Context: an optimization exercise on an open-source flow, tuned for small area, a short achievable clock period and few clock cycles per item. The choices shown serve that exercise and are no tape-out recipe.
RTL that was checked went through simulation tests only; none was proved equivalent to the original.
For runs 1 to 5, only the layout was checked, not whether the RTL still works.

==> flow/design.v (outline; a module is shown in full before it is edited, if it fits) <==
// module mul_tree1: 792 lines
// module mul_tree2: 180 lines
// module ooo_top: 145 lines
module ooo_top (
   input  wire         clock,
   input  wire         reset,
   input  wire         dispatch_valid,
   input  wire  [2:0]  dispatch_op,
   input  wire  [3:0]  dispatch_rd,
   input  wire  [3:0]  dispatch_rs1,
   input  wire  [3:0]  dispatch_rs2,
   input  wire  [15:0] dispatch_imm,
   output logic        dispatch_ready,
   output logic        commit_valid,
   output logic [3:0]  commit_rd,
   output logic [31:0] commit_value
);
  // ...
==> flow/run.sh <==
#!/bin/bash
# synth_recipe.tcl (not shown) runs the flow's synth.tcl, then flattens the netlist and writes it again
# the make line also repeats each setting of config.mk as NAME=value (left out here)
make -C /OpenROAD-flow-scripts/flow DESIGN_CONFIG=/design/flow/config.mk WORK_HOME=/design/flow/orfs CLKGATE_MAP_FILE= SYNTH_SCRIPT=/design/flow/synth_recipe.tcl finish
==> flow/config.mk <==
export PLATFORM = sky130hd
export DESIGN_NAME = ooo_top
export DESIGN_NICKNAME = ooo_top
export VERILOG_FILES = /design/flow/design.v
export SDC_FILE = /design/flow/constraint.sdc
export NUM_CORES = 4
export LEC_CHECK = 0
export CAP_MARGIN = 20
export CORE_MARGIN = 2
export CORE_UTILIZATION = 30
export PLACE_DENSITY = 0.5
export SLEW_MARGIN = 20
==> flow/constraint.sdc <==
create_clock -name core_clock -period 8.0 [get_ports {clock}]
set_input_delay 1.6000 -clock core_clock [delete_from_list [all_inputs] [get_ports {clock}]]
set_output_delay 1.6000 -clock core_clock [all_outputs]
set_load 0.01 [all_outputs]
==> impl_metrics.tcl, run 1 <==
set metrics [dict create \
    grt_usage_pct 20.19 \
    placed_cell_area_um2 53070 \
    largest_register_ffs 512 \
    crit_path_end "y_mid[30]" \
    nFillCells 16130 \
    r2r.worst_path.cells 22 \
    regArea_um2 21210 \
    ant_nets 0 \
    setup-violations-final 0 \
    largest_register "rf" \
    fin_tns_setup_ns 0 \
    grt_use_met2_pct 31.50 \
    n_tap_cell 2189 \
    wl_met2_um 78810 \
    postLayoutCellArea_um2 55980 \
    crit_path_cell_trace "buf_4 -> mux2i_1 -> o21ai_2 -> inv_2 -> ha_1 -> nand2_1 -> nor2_1 -> nand3_1 -> nor2_1 -> nand2_1 -> nand2_1 -> xnor2_1 -> ha_1 -> a21o_1 -> a21oi_1 -> o21bai_1 -> a21o_1 -> a221o_1 -> a211oi_1 -> nor4_1 -> or4_1 -> nand3_1" \
    dieArea_um2 168900 \
    whs_endpoint "w_rd[2]" \
    met1_usage_pct 28.83 \
    worstPathRequired_ns 8.62 \
    final-nonclk-buf-share_pct 3.042 \
    multi_input_gates 2606 \
    grt.met3_usage_pct 3.035 \
    cts.repair.resized 0 \
    synth_xor_area_share_pct 7.191 \
    ys_seq_area_share_pct 42.69 \
    viasPerCell 5.565 \
    wl_met3_um 13170 \
    min_period_over_period_pct 75.73 \
    status "no timing/DRC/antenna violations" \
    maxCapViolCount 0 \
    cts_setup_buffers 0 \
    core.rowCount 149 \
]
==> run 2, diff against run 1 <==
--- a/flow/config.mk
+++ b/flow/config.mk
@@ -9,4 +9,5 @@
 export CORE_MARGIN = 2
 export CORE_UTILIZATION = 30
 export PLACE_DENSITY = 0.5
+export SETUP_SLACK_MARGIN = 4
 export SLEW_MARGIN = 20
==> run 2 against run 1 <==
Net effect: non-clock buffer count up 103; core utilization up 1.7 points; area after synthesis is the same; final cell count increased by 1.8%; critical path type unchanged; critical endpoint is now y_mid[31]; largest cell class unchanged.
==> impl_metrics.tcl, run 2 <==
set metrics [dict create \
    status "no timing/DRC/antenna violations" \
    yosysMostFrequentCell "edfxtp_1" \
    fin_tns_setup_ns 0 \
    cts_max_level 3 \
    cpPeakStageDelay_ns 0.53 \
    hold_viol 0 \
    grt_pass1_wl_um 257600 \
    nFillCells 15760 \
    nNetsFinal 4366 \
    crit_fanout 9 \
    cts.sinks 766 \
    largest_register_ffs 512 \
    final_cell_mix "edfxtp_1 (587), mux4_2 (332), xnor2_1 (331), a22oi_1 (211), nand2_1 (203)" \
    synth_edf_count 587 \
    cp_num_cells 20 \
    relSlewSlack_pct 20.67 \
    yosys-top-cells-area "edfxtp_1 (35%), mux4_2 (15%), fa_1 (7.6%), dfxtp_1 (7.2%), xnor2_1 (6.1%)" \
    setup-violations-final 0 \
    viasPerCell 5.665 \
    area_delta_synth_final_pct 18.44 \
    grt_usage_pct 20.85 \
    hold_slack_ns 0.4103 \
    hp-class "register to register" \
    crit_buf_inv 4 \
    whs_path_depth 0 \
    crit_arrival_ns 5.32 \
    largest_register "rf" \
    async_reset_ff_share_pct 0 \
    portBuffers 71 \
    drv_slew 0 \
    clk_latency_ns 0.71 \
    post-place-cells 5980 \
    path_class "register to register" \
    syn_avg_cell_area_um2 12.74 \
    clockRootBuffer "clkbuf_16" \
    wl_um 179000 \
    crit_path_cell_trace "buf_12 -> mux2i_4 -> o21ai_2 -> buf_12 -> inv_6 -> ha_4 -> and2_4 -> a41o_4 -> buf_4 -> xnor2_2 -> ha_4 -> a21oi_1 -> o31ai_1 -> a21o_1 -> a221o_4 -> a311oi_4 -> o31a_1 -> o211ai_1 -> a211o_1 -> nand3_1" \
    grt_max_degree 128 \
    core_area_um2 164600 \
    critical-path-top-delay-family "compound AO/OA/AOI/OAI gates" \
    drive_gt1_share_pct 26.36 \
    rsz0062_at_grt "yes" \
    synth_common_cells "edfxtp_1 (587), xnor2_1 (347), mux4_2 (332), a22oi_1 (223), clkbuf_1 (209)" \
    synth_cells 3898 \
    clk_pin_slew_ns 0.06 \
    synth_seq_cells 766 \
    postLayoutCellArea_um2 58840 \
    yosysUniqueCellTypes 86 \
    fp.dieW_um 410.9 \
    cts_tree "built" \
    place_hpwl_um 115700 \
    stdcell_count 6262 \
    antenna_found_initial 7 \
    io_pins 72 \
    cp-end-kind "register" \
    cts_made_buffers 88 \
    wl_per_cell_um 28.58 \
    gp_congestion 0.8888 \
    synth_top_flop_cell "edfxtp_1" \
    min_period_over_period_pct 58.53 \
    synth_fp_nets 4266 \
    worstPathRequired_ns 8.64 \
    timing.fmax_mhz 213.6 \
    drc_errors 0 \
    mostFrequentLayoutCell "edfxtp_1" \
    ys_seq_area_share_pct 42.69 \
    grt_pass1_vias 34830 \
    vias 35470 \
    dr.pass1.iters 6 \
    core.rowCount 149 \
    skew_ns 0.03828 \
    clock_path_buffers 3 \
    reg.largest.list "rf x512, y_mid x119" \
    ys_warn_count 1 \
    r2r.worst_path.cells 20 \
    grt-ovfl-total 0 \
    die_h_um 410.9 \
    period_minus_slack_ns 4.682 \
    placed_cell_area_um2 53250 \
    ant_nets 0 \
    maxCapViolCount 0 \
    slowest_stage "a221o_4" \
    synth_area_um2 49680 \
    cts_hold_buf 0 \
    crit_path_start_kind "register" \
    dieArea_um2 168900 \
    yosys.area.top_type "edfxtp_1" \
    initial_core_util_pct 30.18 \
    netlist.area_leader.share_pct 35.48 \
    worstMarginPinSlew_ns 1.186 \
    drt_iter0_drc 4183 \
]
run 2: cell counts after synthesis:
No cell type changed its count.
run 2: metrics by stage:
stage | util (%) | worst slack (ns)
floorplan | - | 3.573
global placement | 32.35 | 2.006
detailed placement | 32.35 | 2.021
CTS | 35.39 | 3.384
global route | 35.74 | 3.190
finish | 35.74 | 3.318
run 2: per-layer routing:
layer | track usage, % | vias up | wire, um
met5 | 0 | - | 9
met4 | 8.412 | 2 | 7567
met3 | 3.456 | 325 | 13760
met2 | 32.21 | 1663 | 80930
met1 | 29.08 | 18600 | 76720
li1 | - | 14880 | -
run 2: final cells by class:
| type | instances | area [um2] | share of cell area (%) |
|---|---|---|---|
| Antenna cell | 3 | 7.507 | 0.01276 |
| Clock buffer | 105 | 2316 | 3.936 |
| Clock inverter | 57 | 658.1 | 1.119 |
| Inverter | 224 | 924.6 | 1.572 |
| Multi-Input combinational cell | 2610 | 27890 | 47.40 |
| Sequential cell | 766 | 21230 | 36.09 |
| Tap cell | 2189 | 2739 | 4.655 |
| Timing Repair Buffer | 307 | 3060 | 5.201 |
| Timing Repair inverter | 1 | 7.507 | 0.01276 |
run 2: what timing repair did:
item / in CTS / in global routing
buffers inserted: 88 / 15
pin swaps: 69 / 40
cloned: 12 / 1
setup endpoints to repair: 171 / 96
gates resized for setup: 271 / 82
run 2: cell families after synthesis:
family / Yosys count / synth area share (%)
buffers and inverters: 526 / 4.244
AND/OR/NAND/NOR: 605 / 5.788
AO/OA/AOI/OAI: 797 / 10.64
flip-flops: 766 / 42.69
multiplexers: 470 / 18.17
XOR/XNOR: 400 / 7.191
adder cells (fa/ha/maj): 334 / 11.27
run 2: worst paths after layout:
check	startpoint	endpoint	slack [ns]
min reg2reg	y_rd[1]	w_rd[1]	0.41
min	y_rd[1]	w_rd[1]	0.41
max	d_b_w	y_mid[31]	3.32
max reg2reg	d_b_w	y_mid[31]	3.32
==> run 3, diff against run 2 <==
--- a/flow/config.mk
+++ b/flow/config.mk
@@ -5,6 +5,7 @@
 export SDC_FILE = /design/flow/constraint.sdc
 export NUM_CORES = 4
 export LEC_CHECK = 0
+export ABC_CLOCK_PERIOD_IN_PS = 3000
 export CAP_MARGIN = 20
 export CORE_MARGIN = 2
 export CORE_UTILIZATION = 30
==> run 3 against run 2 <==
Net effect: count of clock-buffer cells in the layout stayed put; critical path depth unchanged; final cell count unchanged; via count unchanged; flip-flop and latch count unchanged; non-clock buffer count is the same; largest cell class unchanged.
==> impl_metrics.tcl, run 3 <==
set metrics [dict create \
    status "no timing/DRC/antenna violations" \
    clk_pin_slew_ns 0.06 \
    place_hpwl_um 115700 \
    yosys-top-cells-area "edfxtp_1 (35%), mux4_2 (15%), fa_1 (7.6%), dfxtp_1 (7.2%), xnor2_1 (6.1%)" \
    async_reset_ff_share_pct 0 \
    synth_top_flop_cell "edfxtp_1" \
    period_minus_slack_ns 4.682 \
    worstMarginPinSlew_ns 1.186 \
    nFillCells 15760 \
    grt_usage_pct 20.85 \
    mostFrequentLayoutCell "edfxtp_1" \
    final_cell_mix "edfxtp_1 (587), mux4_2 (332), xnor2_1 (331), a22oi_1 (211), nand2_1 (203)" \
    path_class "register to register" \
    rsz0062_at_grt "yes" \
    ys_warn_count 1 \
    grt-ovfl-total 0 \
    min_period_over_period_pct 58.53 \
    ys_seq_area_share_pct 42.69 \
    drt_iter0_drc 4183 \
    nNetsFinal 4366 \
    clock_path_buffers 3 \
    antenna_found_initial 7 \
    yosysUniqueCellTypes 86 \
    synth_seq_cells 766 \
    largest_register_ffs 512 \
    synth_fp_nets 4266 \
    syn_avg_cell_area_um2 12.74 \
    initial_core_util_pct 30.18 \
    clockRootBuffer "clkbuf_16" \
    dieArea_um2 168900 \
    crit_path_start_kind "register" \
    vias 35470 \
    ant_nets 0 \
    portBuffers 71 \
    yosysMostFrequentCell "edfxtp_1" \
    grt_pass1_wl_um 257600 \
    drive_gt1_share_pct 26.36 \
    setup-violations-final 0 \
    core_area_um2 164600 \
    relSlewSlack_pct 20.67 \
    worstPathRequired_ns 8.64 \
    wl_um 179000 \
    place_ws_ns 2.021 \
    cts_made_buffers 88 \
    synth_cells 3898 \
    cp-end-kind "register" \
    fp.dieW_um 410.9 \
    drv_slew 0 \
    clk_latency_ns 0.71 \
    timing.fmax_mhz 213.6 \
    cts_tree "built" \
    fin_tns_setup_ns 0 \
    synth_common_cells "edfxtp_1 (587), xnor2_1 (347), mux4_2 (332), a22oi_1 (223), clkbuf_1 (209)" \
    synth_edf_count 587 \
    viasPerCell 5.665 \
    gp_congestion 0.8888 \
    skew_ns 0.03828 \
    area_delta_synth_final_pct 18.44 \
    drc_errors 0 \
    cts.sinks 766 \
    hold_viol 0 \
    crit_arrival_ns 5.32 \
    die_h_um 410.9 \
    core.rowCount 149 \
    netlist.area_leader.share_pct 35.48 \
    io_pins 72 \
    hold_slack_ns 0.4103 \
    wl_per_cell_um 28.58 \
    hp-class "register to register" \
    yosys.area.top_type "edfxtp_1" \
    largest_register "rf" \
    crit_fanout 9 \
    fin_ws_ns 3.318 \
    dr.pass1.iters 6 \
    synth_area_um2 49680 \
    reg.largest.list "rf x512, y_mid x119" \
    grt_max_degree 128 \
    cts_max_level 3 \
    maxCapViolCount 0 \
    grt_pass1_vias 34830 \
]
-- run 3: per-stage QoR --
step | instance area [um2] | instances | utilization (%)
detailed placement | 53250 | 5980 | 32.35
finish | 58840 | 6262 | 35.74
global route | 58830 | 6259 | 35.74
CTS | 58260 | 6242 | 35.39
global placement | 53250 | 5980 | 32.35
floorplan | 50160 | 3898 | -
-- run 3: worst paths after layout --
| path | start | slack (ns) | depth (start not counted) | to |
|---|---|---|---|---|
| setup / recovery | d_b_w | 3.32 | 20 | y_mid[31] |
| hold / removal | y_rd[1] | 0.41 | 0 | w_rd[1] |
| hold reg to reg | y_rd[1] | 0.41 | 0 | w_rd[1] |
| setup reg to reg | d_b_w | 3.32 | 20 | y_mid[31] |
-- run 3: worst max-delay path, stage by stage (launching register included) --
cell and delay (ns):
edfxtp_1 0.43, buf_12 0.18, mux2i_4 0.19, o21ai_2 0.20, buf_12 0.16, inv_6 0.05
ha_4 0.15, and2_4 0.15, a41o_4 0.31, buf_4 0.15, xnor2_2 0.24, ha_4 0.27
a21oi_1 0.12, o31ai_1 0.09, a21o_1 0.20, a221o_4 0.53, a311oi_4 0.40, o31a_1 0.28
o211ai_1 0.15, a211o_1 0.31, nand3_1 0.08
-- run 3: logic make-up after synthesis --
family | count (synthesis) | share of synthesized area, %
compound gates | 797 | 10.64
mux | 470 | 18.17
buf+inv | 526 | 4.244
fa+ha+maj | 334 | 11.27
xor+xnor | 400 | 7.191
flops | 766 | 42.69
simple gates | 605 | 5.788
-- run 3: what timing repair did --
action                                 CTS  global route
buffers inserted                        88            15
pin swaps                               69            40
hold buffers                             0             0
endpoints found under the hold margin    0             0
resized for setup                      271            82
gates cloned                            12             1
setup endpoints to repair              171            96
-- run 3: routing by layer --
layer  vias up  GRT usage (%)  share of wire (%)
met2      1663          32.21                 45
met3       325          3.456                7.7
met4         2          8.412                4.2
li1      14880              -                  -
met1     18600          29.08                 43
met5         -              0             0.0050
-- run 3: final cells by class --
class	count	area (um2)	share of cell area, %
multi-input cells	2610	27890	47.40
clock inverters	57	658.1	1.119
repair buffers	307	3060	5.201
well taps	2189	2739	4.655
flip-flops and latches	766	21230	36.09
diodes	3	7.507	0.01276
inverters	224	924.6	1.572
clock buffers	105	2316	3.936
repair inverters	1	7.507	0.01276
==> module ooo_top, before the edit <==
module ooo_top (
   input  wire         clock,
   input  wire         reset,
   input  wire         dispatch_valid,
   input  wire  [2:0]  dispatch_op,
   input  wire  [3:0]  dispatch_rd,
   input  wire  [3:0]  dispatch_rs1,
   input  wire  [3:0]  dispatch_rs2,
   input  wire  [15:0] dispatch_imm,
   output logic        dispatch_ready,
   output logic        commit_valid,
   output logic [3:0]  commit_rd,
   output logic [31:0] commit_value
);
   localparam logic [2:0] op_li  = 3'd0;
   localparam logic [2:0] op_add = 3'd1;
   localparam logic [2:0] op_sub = 3'd2;
   localparam logic [2:0] op_and = 3'd3;
   localparam logic [2:0] op_xor = 3'd4;
   localparam logic [2:0] op_mul = 3'd5;
   localparam int         mid_w  = ooo_pkg::mid_w;
   logic [31:0]      rf [16];
   logic [15:0]      rf_set;
   logic             d_valid;
   logic             d_wait;      
   logic [2:0]       d_op;
   logic [3:0]       d_rd;
   logic [31:0]      d_a;
   logic [31:0]      d_b;
   logic             d_a_y, d_a_w, d_b_y, d_b_w;    
   logic             y_valid;
   logic [3:0]       y_rd;
   logic [mid_w-1:0] y_mid;
   logic             w_valid;
   logic [3:0]       w_rd;
   logic [31:0]      w_val;
   logic             stall;
   logic             fire;
   logic             uses;
   logic             dep_a_d, dep_a_y, dep_b_d, dep_b_y;
   logic [31:0]      rd_a, rd_b;
   logic [31:0]      xa, xb;
   logic [31:0]      alu;
   logic [mid_w-1:0] tree_mid;
   logic [mid_w-1:0] x_mid;
   logic [31:0]      y_row0;
   logic [31:0]      y_s, y_c;
   assign stall          = d_valid && d_wait;
   assign dispatch_ready = !stall;
   assign fire           = dispatch_valid && !stall;
   assign uses           = (dispatch_op != op_li);
   assign dep_a_d = uses && d_valid && (dispatch_rs1 == d_rd);
   assign dep_b_d = uses && d_valid && (dispatch_rs2 == d_rd);
   assign dep_a_y = uses && y_valid && (dispatch_rs1 == y_rd);
   assign dep_b_y = uses && y_valid && (dispatch_rs2 == y_rd);
   always_comb begin
      rd_a = rf_set[dispatch_rs1] ? rf[dispatch_rs1] : '0;
      rd_b = rf_set[dispatch_rs2] ? rf[dispatch_rs2] : '0;
      if (w_valid && w_rd == dispatch_rs1) rd_a = w_val;
      if (w_valid && w_rd == dispatch_rs2) rd_b = w_val;
      if (!uses) rd_a = {{16{dispatch_imm[15]}}, dispatch_imm};
   end
   always_ff @(posedge clock) begin
      if (reset) begin
         d_valid <= 1'b0;
         d_wait  <= 1'b0;
      end else if (stall) begin
         d_wait <= 1'b0;
         d_a    <= d_a_w ? w_val : d_a;
         d_b    <= d_b_w ? w_val : d_b;
         d_a_w  <= d_a_y;
         d_b_w  <= d_b_y;
         d_a_y  <= 1'b0;
         d_b_y  <= 1'b0;
      end else begin
         d_valid <= fire;
         d_wait  <= (dep_a_d || dep_b_d) && d_op == op_mul;
         d_op    <= dispatch_op;
         d_rd    <= dispatch_rd;
         d_a     <= rd_a;
         d_b     <= rd_b;
         d_a_y   <= dep_a_d;
         d_b_y   <= dep_b_d;
         d_a_w   <= !dep_a_d && dep_a_y;
         d_b_w   <= !dep_b_d && dep_b_y;
      end
   end
   always_comb begin
      for (int k = 0; k < 32; k++) y_row0[k] = y_mid[k];
   end
   assign xa = d_a_y ? y_row0 : (d_a_w ? w_val : d_a);
   assign xb = d_b_y ? y_row0 : (d_b_w ? w_val : d_b);
   always_comb begin
      case (d_op)
         op_add:  alu = xa + xb;
         op_sub:  alu = xa - xb;
         op_and:  alu = xa & xb;
         op_xor:  alu = xa ^ xb;
         default: alu = xa;
      endcase
   end
   mul_tree1 i_mul_tree1 (.a(xa), .b(xb), .mid(tree_mid));
   always_comb begin
      if (d_op == op_mul) begin
         x_mid = tree_mid;
      end else begin
         x_mid = '0;
         x_mid[31:0] = alu;
      end
   end
   always_ff @(posedge clock) begin
      if (reset) begin
         y_valid <= 1'b0;
      end else begin
         y_valid <= d_valid && !stall;
      end
      y_rd  <= d_rd;
      y_mid <= x_mid;
   end
   mul_tree2 i_mul_tree2 (.mid(y_mid), .s(y_s), .c(y_c));
   always_ff @(posedge clock) begin
      if (reset) begin
         w_valid <= 1'b0;
      end else begin
         w_valid <= y_valid;
      end
      w_rd  <= y_rd;
      w_val <= y_s + y_c;
   end
   always_ff @(posedge clock) begin
      if (reset) begin
         rf_set <= '0;
      end else if (w_valid) begin
         rf_set[w_rd] <= 1'b1;
      end
   end
   always_ff @(posedge clock) begin
      if (w_valid) begin
         rf[w_rd] <= w_val;
      end
   end
   assign commit_valid = w_valid;
   assign commit_rd    = w_rd;
   assign commit_value = w_val;
endmodule
==> run 4, diff against run 3 <==
--- a/flow/design.v
+++ b/flow/design.v
@@ -1004,11 +1004,16 @@
    logic [15:0]      rf_set;
    logic             d_valid;
    logic             d_wait;      
-   logic [2:0]       d_op;
+   logic             d_sub;       
+   logic             d_sel_sum;
+   logic             d_sel_and;
+   logic             d_sel_xor;
+   logic             d_sel_pass;  
+   logic             d_mul;
    logic [3:0]       d_rd;
    logic [31:0]      d_a;
    logic [31:0]      d_b;
-   logic             d_a_y, d_a_w, d_b_y, d_b_w;    
+   logic             d_a_y, d_b_y;    
    logic             y_valid;
    logic [3:0]       y_rd;
    logic [mid_w-1:0] y_mid;
@@ -1018,27 +1023,34 @@
    logic             stall;
    logic             fire;
    logic             uses;
-   logic             dep_a_d, dep_a_y, dep_b_d, dep_b_y;
+   logic             dep_a_d, dep_b_d;
+   logic             byp_a_y, byp_b_y, byp_a_w, byp_b_w;
    logic [31:0]      rd_a, rd_b;
    logic [31:0]      xa, xb;
-   logic [31:0]      alu;
+   logic [32:0]      sum;
+   logic [31:0]      row0;
    logic [mid_w-1:0] tree_mid;
    logic [mid_w-1:0] x_mid;
    logic [31:0]      y_row0;
    logic [31:0]      y_s, y_c;
+   logic [31:0]      w_next;
    assign stall          = d_valid && d_wait;
    assign dispatch_ready = !stall;
    assign fire           = dispatch_valid && !stall;
    assign uses           = (dispatch_op != op_li);
    assign dep_a_d = uses && d_valid && (dispatch_rs1 == d_rd);
    assign dep_b_d = uses && d_valid && (dispatch_rs2 == d_rd);
-   assign dep_a_y = uses && y_valid && (dispatch_rs1 == y_rd);
-   assign dep_b_y = uses && y_valid && (dispatch_rs2 == y_rd);
+   assign byp_a_y = y_valid && (dispatch_rs1 == y_rd);
+   assign byp_b_y = y_valid && (dispatch_rs2 == y_rd);
+   assign byp_a_w = w_valid && (dispatch_rs1 == w_rd);
+   assign byp_b_w = w_valid && (dispatch_rs2 == w_rd);
    always_comb begin
       rd_a = rf_set[dispatch_rs1] ? rf[dispatch_rs1] : '0;
       rd_b = rf_set[dispatch_rs2] ? rf[dispatch_rs2] : '0;
-      if (w_valid && w_rd == dispatch_rs1) rd_a = w_val;
-      if (w_valid && w_rd == dispatch_rs2) rd_b = w_val;
+      if (byp_a_w) rd_a = w_val;
+      if (byp_b_w) rd_b = w_val;
+      if (byp_a_y) rd_a = w_next;
+      if (byp_b_y) rd_b = w_next;
       if (!uses) rd_a = {{16{dispatch_imm[15]}}, dispatch_imm};
    end
    always_ff @(posedge clock) begin
@@ -1047,48 +1059,37 @@
          d_wait  <= 1'b0;
       end else if (stall) begin
          d_wait <= 1'b0;
-         d_a    <= d_a_w ? w_val : d_a;
-         d_b    <= d_b_w ? w_val : d_b;
-         d_a_w  <= d_a_y;
-         d_b_w  <= d_b_y;
+         if (d_a_y) d_a <= w_next;
+         if (d_b_y) d_b <= w_next;
          d_a_y  <= 1'b0;
          d_b_y  <= 1'b0;
       end else begin
-         d_valid <= fire;
-         d_wait  <= (dep_a_d || dep_b_d) && d_op == op_mul;
-         d_op    <= dispatch_op;
-         d_rd    <= dispatch_rd;
-         d_a     <= rd_a;
-         d_b     <= rd_b;
-         d_a_y   <= dep_a_d;
-         d_b_y   <= dep_b_d;
-         d_a_w   <= !dep_a_d && dep_a_y;
-         d_b_w   <= !dep_b_d && dep_b_y;
+         d_valid    <= fire;
+         d_wait     <= (dep_a_d || dep_b_d) && d_mul;
+         d_sub      <= (dispatch_op == op_sub);
+         d_sel_sum  <= (dispatch_op == op_add) || (dispatch_op == op_sub);
+         d_sel_and  <= (dispatch_op == op_and);
+         d_sel_xor  <= (dispatch_op == op_xor);
+         d_sel_pass <= (dispatch_op == op_li) || (dispatch_op > op_mul);
+         d_mul      <= (dispatch_op == op_mul);
+         d_rd       <= dispatch_rd;
+         d_a        <= rd_a;
+         d_b        <= rd_b;
+         d_a_y      <= dep_a_d;
+         d_b_y      <= dep_b_d;
       end
    end
-   always_comb begin
-      for (int k = 0; k < 32; k++) y_row0[k] = y_mid[k];
-   end
-   assign xa = d_a_y ? y_row0 : (d_a_w ? w_val : d_a);
-   assign xb = d_b_y ? y_row0 : (d_b_w ? w_val : d_b);
-   always_comb begin
-      case (d_op)
-         op_add:  alu = xa + xb;
-         op_sub:  alu = xa - xb;
-         op_and:  alu = xa & xb;
-         op_xor:  alu = xa ^ xb;
-         default: alu = xa;
-      endcase
-   end
+   assign y_row0 = y_mid[31:0];
+   assign xa = d_a_y ? y_row0 : d_a;
+   assign xb = d_b_y ? y_row0 : d_b;
+   assign sum = {xa, 1'b1} + {xb ^ {32{d_sub}}, d_sub};
    mul_tree1 i_mul_tree1 (.a(xa), .b(xb), .mid(tree_mid));
-   always_comb begin
-      if (d_op == op_mul) begin
-         x_mid = tree_mid;
-      end else begin
-         x_mid = '0;
-         x_mid[31:0] = alu;
-      end
-   end
+   assign row0 = ({32{d_sel_sum}}  & sum[32:1])
+               | ({32{d_sel_and}}  & (xa & xb))
+               | ({32{d_sel_xor}}  & (xa ^ xb))
+               | ({32{d_sel_pass}} & xa)
+               | ({32{d_mul}}      & tree_mid[31:0]);
+   assign x_mid = {tree_mid[mid_w-1:32] & {(mid_w-32){d_mul}}, row0};
    always_ff @(posedge clock) begin
       if (reset) begin
          y_valid <= 1'b0;
@@ -1099,6 +1100,7 @@
       y_mid <= x_mid;
    end
    mul_tree2 i_mul_tree2 (.mid(y_mid), .s(y_s), .c(y_c));
+   assign w_next = y_s + y_c;
    always_ff @(posedge clock) begin
       if (reset) begin
          w_valid <= 1'b0;
@@ -1106,7 +1108,7 @@
          w_valid <= y_valid;
       end
       w_rd  <= y_rd;
-      w_val <= y_s + y_c;
+      w_val <= w_next;
    end
    always_ff @(posedge clock) begin
       if (reset) begin
==> run 4 against run 3 <==
Net effect: first-iteration DRC count up 55%; critical path type unchanged; synthesized cell count is 20% higher; flip-flop and latch count grew 1; still clean on timing, DRC and antenna; worst hold slack worse by 0.021 ns; die area up 4.2%; maximum frequency increased by 2.8%; global-route usage up 3.2 points; final cell count rose by 16%; register-to-register slack better by 0.13 ns; critical path depth shrank 2.
==> impl_metrics.tcl, run 4 <==
set metrics [dict create \
    status "no timing/DRC/antenna violations" \
    dieArea_um2 176000 \
    wl_um 218600 \
    synth_area_um2 51800 \
    crit_arrival_ns 5.13 \
    place_ws_ns 1.963 \
    relSlewSlack_pct 29.97 \
    grt-ovfl-total 0 \
    path_class "register to register" \
    fin_ws_ns 3.445 \
    area_delta_synth_final_pct 25.81 \
    period_minus_slack_ns 4.555 \
    clk_latency_ns 0.70 \
    worstHoldStart "y_rd[3]" \
    crit_path_start_kind "register" \
    worstMarginPinSlew_ns 1.050 \
    grt_pass1_vias 41430 \
    min_period_over_period_pct 56.94 \
    final_cell_mix "edfxtp_1 (588), a21oi_1 (366), o21ai_0 (350), mux4_2 (329), buf_4 (294)" \
    rsz0062_at_grt "yes" \
    crit_path_cell_trace "buf_12 -> buf_12 -> mux2i_4 -> buf_6 -> o21ai_0 -> o21ai_0 -> a22oi_2 -> fa_1 -> fa_2 -> xnor2_2 -> xnor2_1 -> xnor2_1 -> xnor2_1 -> xnor2_1 -> xnor2_1 -> xnor3_1 -> xnor2_1 -> and2_1" \
    worstPathRequired_ns 8.57 \
    cp-end-kind "register" \
    grt_pass1_wl_um 307100 \
    stdcell_count 7274 \
    ys_warn_count 1 \
    clk_pin_slew_ns 0.06 \
    grt_usage_pct 24.02 \
    grt_max_degree 78 \
    hp-class "register to register" \
    drv_slew 0 \
    cts_made_buffers 90 \
    synth_common_cells "edfxtp_1 (588), o21ai_0 (414), a21oi_1 (403), inv_1 (350), clkbuf_1 (335)" \
    async_reset_ff_share_pct 0 \
    yosysUniqueCellTypes 77 \
    synth_seq_cells 767 \
    cts_max_level 3 \
    syn_avg_cell_area_um2 11.08 \
    drc_errors 0 \
    cpPeakStageDelay_ns 0.53 \
    die_h_um 419.5 \
    antenna_found_initial 3 \
    dr.pass1.iters 10 \
    vias 43620 \
    timing.fmax_mhz 219.5 \
    fp.dieW_um 419.5 \
    final_util_pct 37.99 \
    r2r.worst_path.cells 18 \
    slowest_stage "fa_1" \
    core.rowCount 152 \
    mostFrequentLayoutCell "edfxtp_1" \
    r2r-start "d_b_y" \
    ys_seq_area_share_pct 41.00 \
    initial_core_util_pct 30.20 \
    yosys-top-cells-area "edfxtp_1 (34%), mux4_2 (14%), fa_1 (7.3%), dfxtp_1 (6.9%), o21ai_0 (4.0%)" \
    synth_top_flop_cell "edfxtp_1" \
    setup-violations-final 0 \
    clockRootBuffer "clkbuf_16" \
    nNetsFinal 5232 \
    synth_fp_nets 5023 \
    ant_nets 0 \
    yosys.area.top_type "edfxtp_1" \
    gp_congestion 0.9582 \
    critPathMostFrequentCell "xnor2_1" \
    yosysMostFrequentCell "edfxtp_1" \
    synth_cells 4675 \
    viasPerCell 5.997 \
    netlist.area_leader.share_pct 34.09 \
    skew_ns 0.03444 \
    cts.sinks 767 \
    portBuffers 71 \
    largest_register "rf" \
    drt_iter0_drc 6487 \
    cts_tree "built" \
    largest_register_ffs 512 \
    core_area_um2 171500 \
    hold_viol 0 \
    clock_path_buffers 3 \
    reg.largest.list "rf x512, y_mid x119" \
    maxCapViolCount 0 \
    io_pins 72 \
    fin_tns_setup_ns 0 \
    wl_per_cell_um 30.06 \
    synth_edf_count 588 \
    post-place-cells 6788 \
    place_hpwl_um 133300 \
    crit_fanout 52 \
    drive_gt1_share_pct 29.17 \
    startpoint "d_b_y" \
    whs_path_depth 0 \
]
[run 4: path summary, 6_finish.rpt]
| check | slack, ns | endpoint |
|---|---|---|
| worst min register to register | 0.39 | w_rd[3] |
| worst max register to register | 3.44 | y_mid[118] |
| worst max-delay path | 3.44 | y_mid[118] |
| worst min-delay path | 0.39 | w_rd[3] |
[run 4: cell families (layout without fill, tap and decap cells)]
logic type | Yosys count | count (layout) | share of synthesized area [%]
buffers and inverters | 806 | 1088 | 5.930
multiplexers | 414 | 416 | 16.09
other | 0 | 3 | 0
XOR/XNOR | 176 | 176 | 3.002
adder cells (fa/ha/maj) | 314 | 314 | 10.31
AO/OA/AOI/OAI | 1438 | 1438 | 17.09
flip-flops | 767 | 767 | 41.00
AND/OR/NAND/NOR | 760 | 762 | 6.577
[run 4: through the flow]
step,hold slack (ns),area [um2]
global route,0.3975,65160
CTS,0.3899,62710
global placement,0.3830,55650
floorplan,0.3732,52300
detailed placement,0.3821,55660
finish,0.3891,65170
[run 4: what timing repair did]
action,CTS,global route
gates resized for setup,481,339
setup buffers,163,106
endpoints found under the setup margin,167,86
hold buffers,0,0
pin swaps,87,131
cloned,33,11
[run 4: per-layer routing]
metal	track usage, %	share of wire, %	vias to the layer above	wire length, um
met4	10.56	5.8	4	12620
met5	0	0.013	-	28
met2	37.27	44	2791	97000
met1	31.84	39	21920	85450
li1	-	-	18200	-
met3	5.792	11	704	23540
[run 4: critical path: cells and delay by family, from the launching register on]
kind | cells | cell delay [ns]
AOI/OAI and AO/OA | 3 | 0.53
xor gates and xnor gates | 8 | 1.38
adders and majority gates | 2 | 0.96
buffers and inverters | 3 | 0.71
DFF | 1 | 0.41
muxes | 1 | 0.23
and+or+nand+nor | 1 | 0.16
[run 4: layout make-up]
cell class              count  area [um2]
flip-flops and latches    767       21300
inverters                 373        1584
diodes                      3       7.507
repair buffers            542        6125
repair inverters            4       28.78
fillers                 16610      106400
clock buffers             119        2452
clock inverters            50       523.0
well taps                2310        2890
multi-input cells        3106       30260
==> run 5, diff against run 4 <==
--- a/flow/design.v
+++ b/flow/design.v
@@ -1045,8 +1045,12 @@
    assign byp_a_w = w_valid && (dispatch_rs1 == w_rd);
    assign byp_b_w = w_valid && (dispatch_rs2 == w_rd);
    always_comb begin
-      rd_a = rf_set[dispatch_rs1] ? rf[dispatch_rs1] : '0;
-      rd_b = rf_set[dispatch_rs2] ? rf[dispatch_rs2] : '0;
+      rd_a = '0;
+      rd_b = '0;
+      for (int r = 0; r < 16; r++) begin
+         rd_a = rd_a | ({32{rf_set[r] && dispatch_rs1 == r}} & rf[r]);
+         rd_b = rd_b | ({32{rf_set[r] && dispatch_rs2 == r}} & rf[r]);
+      end
       if (byp_a_w) rd_a = w_val;
       if (byp_b_w) rd_b = w_val;
       if (byp_a_y) rd_a = w_next;
==> flow/config.mk (replaced) <==
export PLATFORM = sky130hd
export DESIGN_NAME = ooo_top
export DESIGN_NICKNAME = ooo_top
export VERILOG_FILES = /design/flow/design.v
export SDC_FILE = /design/flow/constraint.sdc
export NUM_CORES = 4
export LEC_CHECK = 0
export CAP_MARGIN = 20
export CORE_MARGIN = 2
export CORE_UTILIZATION = 50
export PLACE_DENSITY = 0.6
export SETUP_SLACK_MARGIN = 4
export SLEW_MARGIN = 20
==> run 5 against run 4 <==
Net effect: worst hold slack better by 0.0079 ns; core utilization up 25 points; non-clock buffer count up 53; clock skew up 0.020 ns; final cell count down 10%; count of clock-buffer cells in the layout down 15; sequential share of layout area up 1.8 points; worst setup slack better by 0.16 ns.
==> impl_metrics.tcl, run 5 <==
set metrics [dict create \
    status "no timing/DRC/antenna violations" \
    cts_made_buffers 84 \
    yosysUniqueCellTypes 75 \
    crit_path_start_kind "register" \
    final_cell_mix "edfxtp_1 (588), o21ai_0 (415), buf_4 (340), a21oi_1 (275), nor2_1 (247)" \
    ys_seq_area_share_pct 42.77 \
    core.rowCount 115 \
    dr.pass1.iters 12 \
    synth_top_family_by_area "compound AO/OA/AOI/OAI gates" \
    synth_seq_cells 767 \
    largest_register "rf" \
    drive_gt1_share_pct 23.08 \
    clk_latency_ns 0.70 \
    nNetsFinal 5533 \
    synth_xor_area_share_pct 3.235 \
    syn_avg_cell_area_um2 9.952 \
    clock_path_buffers 3 \
    drc_errors 0 \
    core_area_um2 98420 \
    antenna_found_initial 11 \
    clockRootBuffer "clkbuf_16" \
    grt_pass1_wl_um 326800 \
    period_minus_slack_ns 4.400 \
    crit_arrival_ns 5.01 \
    synth_top_flop_cell "edfxtp_1" \
    wl_per_cell_um 36.24 \
    yosys-top-cells-area "edfxtp_1 (36%), fa_1 (7.6%), dfxtp_1 (7.2%), o21ai_0 (5.3%), a221oi_1 (4.0%)" \
    synthSimpleGateAreaFrac_pct 8.264 \
    clk_pin_slew_ns 0.07 \
    worstPathRequired_ns 8.61 \
    synthAdderAreaFrac_pct 10.80 \
    cts.sinks 767 \
    drv_slew 0 \
    synthMuxAreaShare_pct 2.376 \
    hold_slack_ns 0.3970 \
    cts_tree "built" \
    mostFrequentLayoutCell "edfxtp_1" \
    cts_max_level 3 \
    portBuffers 71 \
    timing.fmax_mhz 227.3 \
    worstMarginPinSlew_ns 1.179 \
    async_reset_ff_share_pct 0 \
    yosysMostFrequentCell "edfxtp_1" \
    grt_max_degree 64 \
    io_pins 72 \
    vias 48400 \
    hold_viol 0 \
    path_class "register to register" \
    grt_usage_pct 44.38 \
    dieArea_um2 101900 \
    synth_area_um2 49660 \
    min_period_over_period_pct 55.00 \
    rsz0062_at_grt "yes" \
    netlist.area_leader.share_pct 35.56 \
    maxCapViolCount 0 \
    reg.largest.list "rf x512, y_mid x119" \
    crit_fanout 27 \
    drt_iter0_drc 8814 \
    setup-violations-final 0 \
    wl_um 237300 \
    initial_core_util_pct 50.46 \
    fin_tns_setup_ns 0 \
    relSlewSlack_pct 21.42 \
    synth_edf_count 588 \
    skew_ns 0.05460 \
    synth_compound_area_share_pct 26.63 \
    fp.dieW_um 319.2 \
    synth_fp_nets 5340 \
    area_delta_synth_final_pct 24.21 \
    ys_warn_count 1 \
    ant_nets 0 \
    die_h_um 319.2 \
    synth_cells 4990 \
    cp-end-kind "register" \
    viasPerCell 7.393 \
    synth_common_cells "edfxtp_1 (588), o21ai_0 (523), clkbuf_1 (417), a21oi_1 (299), nor2_1 (273)" \
    largest_register_ffs 512 \
    yosys.area.top_type "edfxtp_1" \
    place_hpwl_um 133200 \
    hp-class "register to register" \
    grt_pass1_vias 44880 \
    grt-ovfl-total 0 \
    gp_congestion 1.038 \
]
-- run 5: stage by stage --
step | worst slack (ns) | cells | util, % | instance area, um2
detailed placement | 2.300 | 6018 | 52.64 | 51810
global route | 3.471 | 6542 | 62.66 | 61670
global placement | 2.329 | 6018 | 52.64 | 51810
CTS | 3.667 | 6439 | 60.59 | 59630
floorplan | 3.814 | 4990 | - | 49960
finish | 3.600 | 6547 | 62.67 | 61680
-- run 5: logic make-up (layout without fill, tap and decap cells) --
group                      Yosys count  count (layout)
and+or+nand+nor                    890             891
AOI/OAI and AO/OA                 1973            1973
other                                0               5
adders and majority gates          316             316
DFF                                767             767
muxes                              101             107
xor gates and xnor gates           181             181
buffers and inverters              762            1020
-- run 5: critical path, cell delays in order (launching register included) --
cell and delay (ns):
dfxtp_1 0.83, mux2i_4 0.23, buf_4 0.20, buf_4 0.27
a221oi_2 0.23, o22ai_1 0.14, fa_1 0.54, inv_1 0.08
fa_2 0.56, inv_2 0.05, fa_2 0.38, fa_2 0.36
o21ai_1 0.12, a221o_1 0.16, a221oi_2 0.04, o211ai_1 0.10
-- run 5: final cells by class --
type                            instances  area [um2]
Sequential cell                       767       21290
Antenna cell                            5       12.51
Multi-Input combinational cell       3468       28100
Clock buffer                          104        2207
Fill cell                            7959       36740
Timing Repair Buffer                  595        6708
Timing Repair inverter                  2       15.01
Tap cell                             1287        1610
Clock inverter                         54       614.3
Inverter                              265        1125
-- run 5: timing repair --
| item | 4_1_cts | 5_1_grt |
|---|---|---|
| setup buffers | 223 | 92 |
| hold endpoints to repair | 0 | 0 |
| hold buffers | 0 | 0 |
| cloned | 40 | 11 |
| endpoints found under the setup margin | 160 | 112 |
| gates resized for setup | 573 | 286 |
| pin swaps | 154 | 114 |
-- run 5: routing by layer --
metal  up-vias  global-route usage [%]  share of wire [%]  wire, um
met2      4464                   65.15                 42     98490
met5         -                       0              0.082       194
met3      1404                   15.47                 15     35220
met4        16                   32.37                9.8     23340
li1      19520                       -                  -         -
met1     22990                   54.16                 34     80020
-- run 5: final timing paths --
kind | slack [ns] | start | cells past startpoint | to
min | 0.40 | y_rd[1] | 0 | w_rd[1]
min reg2reg | 0.40 | y_rd[1] | 0 | w_rd[1]
max | 3.60 | y_mid[1] | 15 | y_mid[31]
max reg2reg | 3.60 | y_mid[1] | 15 | y_mid[31]
==> run 6, diff against run 5 <==
--- a/flow/design.v
+++ b/flow/design.v
@@ -1024,7 +1024,7 @@
    logic             fire;
    logic             uses;
    logic             dep_a_d, dep_b_d;
-   logic             byp_a_y, byp_b_y, byp_a_w, byp_b_w;
+   logic             byp_a_y, byp_b_y;
    logic [31:0]      rd_a, rd_b;
    logic [31:0]      xa, xb;
    logic [32:0]      sum;
@@ -1042,8 +1042,6 @@
    assign dep_b_d = uses && d_valid && (dispatch_rs2 == d_rd);
    assign byp_a_y = y_valid && (dispatch_rs1 == y_rd);
    assign byp_b_y = y_valid && (dispatch_rs2 == y_rd);
-   assign byp_a_w = w_valid && (dispatch_rs1 == w_rd);
-   assign byp_b_w = w_valid && (dispatch_rs2 == w_rd);
    always_comb begin
       rd_a = '0;
       rd_b = '0;
@@ -1051,8 +1049,6 @@
          rd_a = rd_a | ({32{rf_set[r] && dispatch_rs1 == r}} & rf[r]);
          rd_b = rd_b | ({32{rf_set[r] && dispatch_rs2 == r}} & rf[r]);
       end
-      if (byp_a_w) rd_a = w_val;
-      if (byp_b_w) rd_b = w_val;
       if (byp_a_y) rd_a = w_next;
       if (byp_b_y) rd_b = w_next;
       if (!uses) rd_a = {{16{dispatch_imm[15]}}, dispatch_imm};
@@ -1117,13 +1113,13 @@
    always_ff @(posedge clock) begin
       if (reset) begin
          rf_set <= '0;
-      end else if (w_valid) begin
-         rf_set[w_rd] <= 1'b1;
+      end else if (y_valid) begin
+         rf_set[y_rd] <= 1'b1;
       end
    end
    always_ff @(posedge clock) begin
-      if (w_valid) begin
-         rf[w_rd] <= w_val;
+      if (y_valid) begin
+         rf[y_rd] <= w_next;
       end
    end
    assign commit_valid = w_valid;
--- a/flow/config.mk
+++ b/flow/config.mk
@@ -7,7 +7,8 @@
 export LEC_CHECK = 0
 export CAP_MARGIN = 20
 export CORE_MARGIN = 2
-export CORE_UTILIZATION = 50
-export PLACE_DENSITY = 0.6
+export CORE_UTILIZATION = 40
+export PLACE_DENSITY = 0.55
 export SETUP_SLACK_MARGIN = 4
 export SLEW_MARGIN = 20
+export TNS_END_PERCENT = 0
==> run 6 against run 5 <==
Net effect: flip-flop and latch count is the same; maximum frequency shrank 3.6%; core utilization shrank 15 points; largest cell class unchanged; clock skew shrank 0.00074 ns; routed wire length grew 0.18%; sequential share of layout area grew 1.8 points; non-clock buffer count shrank 177; final area shrank 4.9%; count of clock-buffer cells in the layout grew 8; via count shrank 2.9%.
==> impl_metrics.tcl, run 6 <==
set metrics [dict create \
    status "no timing/DRC/antenna violations" \
    ant_nets 0 \
    cp-end-kind "register" \
    nFillCells 11200 \
    core_area_um2 122000 \
    grt_pass1_wl_um 328600 \
    synth_edf_count 588 \
    dieArea_um2 125900 \
    skew_ns 0.05386 \
    whs_endpoint "y_valid" \
    netlist.area_leader.share_pct 35.86 \
    nNetsFinal 5333 \
    path_class "primary input to register" \
    yosysUniqueCellTypes 81 \
    rrSetupSlack_ns 3.48 \
    io_pins 72 \
    r2r.worst_path.cells 15 \
    async_reset_ff_share_pct 0 \
    cts_max_level 3 \
    antenna_found_initial 5 \
    crit_fanout 17 \
    worstMarginPinSlew_ns 1.093 \
    clock_path_buffers 3 \
    cts.sinks 767 \
    grt_pass1_vias 43410 \
    largest_register_ffs 512 \
    r2r-start "d_a_y" \
    gp_congestion 0.9732 \
    yosys.area.top_type "edfxtp_1" \
    dr.pass1.iters 7 \
    rsz0062_at_grt "yes" \
    cts_tree "built" \
    crit_path_start_kind "primary input" \
    hold_viol 0 \
    worstPathRequired_ns 8.54 \
    regArea_um2 21270 \
    synth_seq_cells 767 \
    clk_pin_slew_ns 0.06 \
    wl_um 237700 \
    min_period_over_period_pct 57.06 \
    ys_seq_area_share_pct 43.14 \
    cts_made_buffers 87 \
    r2r_end "y_mid[20]" \
    whs_path_depth 1 \
    drv_slew 0 \
    grt-ovfl-total 0 \
    multi_input_area_um2 26480 \
    syn_avg_cell_area_um2 9.932 \
    synth_fp_nets 5307 \
    crit_arrival_ns 5.11 \
    relSlewSlack_pct 26.64 \
    ys_warn_count 1 \
    drt_iter0_drc 8566 \
    hp-class "register to register" \
    wl_per_cell_um 35.57 \
    fp.dieW_um 354.8 \
    fin_tns_setup_ns 0 \
    place_hpwl_um 144000 \
    mostFrequentLayoutCell "edfxtp_1" \
    maxCapViolCount 0 \
    final_cell_mix "edfxtp_1 (588), o21ai_0 (470), a22oi_1 (286), a21oi_1 (268), inv_1 (265)" \
    grt_max_degree 70 \
    synth_common_cells "edfxtp_1 (588), o21ai_0 (493), clkbuf_1 (398), a22oi_1 (287), inv_1 (286)" \
    die_h_um 354.8 \
    viasPerCell 7.032 \
    clk_latency_ns 0.72 \
    initial_core_util_pct 40.34 \
    vias 46990 \
    yosys-top-cells-area "edfxtp_1 (36%), fa_1 (7.6%), dfxtp_1 (7.3%), o21ai_0 (5.0%), a22oi_1 (4.4%)" \
    synth_top_flop_cell "edfxtp_1" \
    hold_slack_ns 0.4229 \
    core.rowCount 128 \
    synth_area_um2 49230 \
    largest_register "rf" \
    timing.fmax_mhz 219.1 \
    setup-violations-final 0 \
    clockRootBuffer "clkbuf_16" \
    worstHoldStart "d_wait" \
    reg.largest.list "rf x512, y_mid x119" \
    grt_usage_pct 36.27 \
    area_delta_synth_final_pct 19.11 \
    yosysMostFrequentCell "edfxtp_1" \
    period_minus_slack_ns 4.565 \
    drc_errors 0 \
    portBuffers 71 \
    synth_cells 4957 \
    drive_gt1_share_pct 15.98 \
]
-- run 6: cell families (layout without fill, tap and decap cells) --
| family | after synthesis | count (layout) | synth area share [%] |
|---|---|---|---|
| AOI/OAI and AO/OA | 1936 | 1936 | 26.44 |
| DFF | 767 | 767 | 43.14 |
| other | 0 | 1 | 0 |
| muxes | 80 | 80 | 1.863 |
| xor gates and xnor gates | 163 | 163 | 2.956 |
| buffers and inverters | 797 | 896 | 6.175 |
| and+or+nand+nor | 898 | 898 | 8.524 |
| adders and majority gates | 316 | 316 | 10.90 |
-- run 6: layout make-up --
class | instances | share of cell area [%]
repair buffers | 418 | 7.762
clock inverters | 50 | 0.9473
flip-flops and latches | 767 | 36.27
multi-input cells | 3393 | 45.16
repair inverters | 3 | 0.03627
clock buffers | 112 | 4.062
diodes | 1 | 0.004267
inverters | 313 | 2.294
well taps | 1625 | 3.467
-- run 6: worst max path at each step --
stage	to	cells after the start	start
global placement	y_mid[118]	18	d_b_y
finish	d_a[30]	11	dispatch_rs1[3]
global route	y_mid[118]	18	d_a_y
floorplan	y_mid[115]	15	d_b_y
detailed placement	y_mid[118]	18	d_b_y
CTS	y_mid[118]	20	d_a_y
-- run 6: what timing repair did --
item,4_1_cts,5_1_grt
pin swaps,26,27
resized for setup,296,69
setup buffers,105,44
setup endpoints to repair,409,358
gates cloned,23,5
hold buffers,0,0
endpoints found under the hold margin,0,0
-- run 6: metal layers --
layer | share of wire [%] | vias up | global-route usage (%)
met5 | 0.0076 | - | 0
met4 | 8.4 | 4 | 23.80
met3 | 14 | 1111 | 11.21
met2 | 42 | 4085 | 52.90
met1 | 36 | 22760 | 46.44
li1 | - | 19020 | -
-- run 6: metrics by stage --
stage / setup slack (ns) / utilization [%] / instance area [um2] / std cells
finish: 3.435 / 48.05 / 58640 / 6682
global route: 3.393 / 48.05 / 58640 / 6681
CTS: 3.643 / 47.43 / 57890 / 6632
detailed placement: 2.106 / 42.76 / 52180 / 6342
global placement: 1.986 / 42.76 / 52180 / 6342
floorplan: 3.902 / - / 49640 / 4957
-- run 6: worst max-delay path, cell delays in order --
cell	delay, ns
clkdlybuf4s50_1	0.76
inv_1	0.15
nor2_1	0.23
and4_4	0.57
buf_4	0.45
a221oi_1	0.17
and3_1	0.24
nand4_1	0.32
a21oi_1	0.19
a311oi_1	0.24
and3_1	0.18
Testbench counts of run 6, summed over its fixed seeds: cycles 16,430, insts 16,000.

afterwards: timing with drivers on the ports:
How much do the figures lean on ideal ports? The routed layouts below were timed once more, with nothing changed but the port constraints.
Step 1 sets driving cells, clkbuf_16 on the clock port and buf_2 on the other inputs (assumed; they add their load-dependent delay and slew).
Step 2 adds t to the input delays and takes it off the output delays; t is the mean of the earliest and latest rising clock arrival at the registers after step 1. Input paths then give back, and output paths get back, about the clock's delay inside the block.
Slacks: ideal ports / drivers / drivers and shift; pairs: ideal ports / drivers.
run | t (ns) | slack for setup (ns) | hold WS [ns] | worst setup path after step 2
run 1 | 0.766 | 1.942 / 1.942 / 1.942 | 0.413 / 0.413 / 0.413 | register to register
run 2 | 0.762 | 3.318 / 3.318 / 3.318 | 0.410 / 0.410 / 0.410 | register to register
run 3 | 0.762 | 3.318 / 3.318 / 3.318 | 0.410 / 0.410 / 0.410 | register to register
run 4 | 0.754 | 3.445 / 3.445 / 3.367 | 0.389 / 0.389 / 0.389 | input to register
run 5 | 0.744 | 3.600 / 3.600 / 3.462 | 0.397 / 0.397 / 0.397 | input to register
run 6 | 0.765 | 3.435 / 3.483 / 2.718 | 0.423 / 0.423 / 0.423 | input to register
After both steps every run listed still meets setup and hold. The setup slack of run 6, which loses most, moves by +0.048 ns with the drivers and by -0.717 ns with both steps.
